This design comes from an exercise in tuning for a short achievable clock period and few clock cycles on the open sky130 flow, not from production work. The RTL was checked by simulation tests, not by an equivalence proof against the original design. The flow treats the clock pin as an ideal source. Dropping or thinning the clock tree relies on that and would not hold on a real chip. Power and IR drop assume default switching activity.

Setup of run A:
## processor
module processor (
    input  logic  clock,
    input  logic  rst_n,
    output cpu_pkg::addr_t fetch_address,
    input  cpu_pkg::word_t instruction,
    output cpu_pkg::addr_t memory_address,
    output logic  memory_read,
    output logic  memory_write,
    output cpu_pkg::word_t memory_write_data,
    input  cpu_pkg::word_t memory_read_data
);
    logic [31:0] pc;                  
    logic        d_valid;
    logic [4:0]  d_rs, d_rt, d_dst;
    logic        d_wr, d_lw, d_sw, d_beq, d_bne, d_use_imm, d_addiu;
    logic [31:0] d_imm;
    logic [4:0]  d_op;
    logic        d_pred, d_redirect;
    logic [31:0] d_tgt;
    logic [31:0] d_rs_sel, d_rt_sel;   
    logic [31:0] e_a, e_b, e_t;
    logic [6:0]  e_fa, e_fb;
    logic [7:0]  e_fx;
    logic [3:0]  e_ft;
    logic [4:0]  e_op_n;
    logic [6:0]  e_op_l;
    logic [1:0]  e_op_ll;
    logic        e_addr_l;
    logic [7:0][4:0] e_kind;           
    logic        e_sl_a;
    logic        e_wr, e_load, e_store;
    logic [5:0]  e_mis_eq, e_mis_ne;   
    logic        e_mis_same, e_mis_l_eq, e_mis_l_ne;
    logic [2:0]  e_x_sel;
    logic [4:0]  e_dst;
    logic [31:0] e_alt;                
    logic [31:0] m_n, m_la, m_ls, m_lr;             
    logic        m_sltb;
    logic [7:0][4:0] m_kind;                        
    logic [31:0] m_res, m_res2;                     
    logic [31:0] m_addr, m_wdata;
    logic        m_wr, m_load, m_rd, m_store;
    logic [4:0]  m_dst;
    logic [31:0] w_val;                
    logic [31:0] w_rf;                 
    logic        w_wr;
    logic [4:0]  w_dst;
    logic [31:0] pc_plus4;
    assign pc_plus4      = pc + 32'd4;
  ...
Size: roughly 8,400 cells after synthesis, about 160 I/O pins.
Settings: LEC_CHECK=0, CAP_MARGIN=20, CORE_MARGIN=2, CORE_UTILIZATION=50, SLEW_MARGIN=20, SYNTH_HIERARCHICAL=1, SYNTH_MINIMUM_KEEP_SIZE=0; clock period 10.0 ns.
standard.sh (not shown) runs the stock make flow with config.mk's settings and CLKGATE_MAP_FILE= SYNTH_SCRIPT=/design/flow/synth_recipe.tcl, a recipe that flattens the netlist after the stock synthesis.
==> flow/flow/run.sh <==
#!/bin/bash
# The standard ORFS layout (standard.sh), with these changes to how it works:
# - timing repair aims 6.8 ns below the 10 ns clock (SETUP_SLACK_MARGIN; the SDC
#   is unchanged, the margin only sets how far repair_timing goes);
# - the clock tree is built by flow/mycts.tcl (through the PRE_CTS_TCL hook):
#   four root buffers at the clock port, each driving four middle buffers,
#   each driving leaf buffers over balanced clusters of about 14 flip-flops,
#   instead of TritonCTS's tree.
set -uo pipefail
here=$(pwd)
export SETUP_SLACK_MARGIN=6.8
export PRE_CTS_TCL=$here/flow/pre_cts.tcl
export MYCTS_PER_LEAF=14
export MYCTS_NMID=16
bash standard.sh > make_flow.log 2>&1
Other scripts of this flow, unchanged in this note and not shown: flow/flow/mycts.tcl, flow/flow/pre_cts.tcl
Testbench counts of run A, summed over its fixed seeds: cycles 34,950.
### run A -> run B
diff --git a/flow/flow/run.sh b/flow/flow/run.sh
--- a/flow/flow/run.sh
+++ b/flow/flow/run.sh
@@ -3 +3 @@
-# - timing repair aims 6.8 ns below the 10 ns clock (SETUP_SLACK_MARGIN; the SDC
+# - timing repair aims 7 ns below the 10 ns clock (SETUP_SLACK_MARGIN; the SDC
@@ -11 +11 @@
-export SETUP_SLACK_MARGIN=6.8
+export SETUP_SLACK_MARGIN=${MARGIN:-7.0}
Notes after the runs:
Number of nets at the end of the flow ends up higher on run B.
Run A → run B: first-pass GRT wire length went up about 2%; total power now larger.
For run A, the critical-path cell with the highest stage delay was sky130_fd_sc_hd__buf_8, unlike run B, where it was sky130_fd_sc_hd__nor2_1.
Run B: footprint of the flip-flops and latches 160 µm² above run A
Run B: PASS, flow complete, no timing, DRC or antenna violations
Compared with run A, in run B hold slack has increased; setup slack has increased; wire length has increased; minimum clock period after layout has decreased.
Cells: run B has more instances than run A
In every run of this note, the design's own scripts or RTL, not TritonCTS, make the clock network.

## afterwards: timing with drivers on the ports
How much do the figures lean on ideal ports? The routed layouts below were timed once more, with nothing changed but the port constraints.
Step 1: set_driving_cell puts a clkbuf_16 on clock and a buf_2 on each other input, an assumption about the parent block.
Step 2 also shifts input and output timing later by t, the mid clock arrival at the registers, as if the neighbouring blocks saw the same clock.
Three values: no drivers, after step 1, after step 2; two values: the first two.
run | shift t [ns] | setup slack, ns | worst register clock-pin slew, ns
run A | 0.779 | 6.707 / 6.641 / 6.080 | 0.09 / 0.09
run B | 0.787 | 6.806 / 6.680 / 6.239 | 0.09 / 0.09
After both steps setup and hold are still met in every run listed. For run A, which loses most, drivers alone change the setup slack by -0.066 ns; drivers and shift together by -0.627 ns.
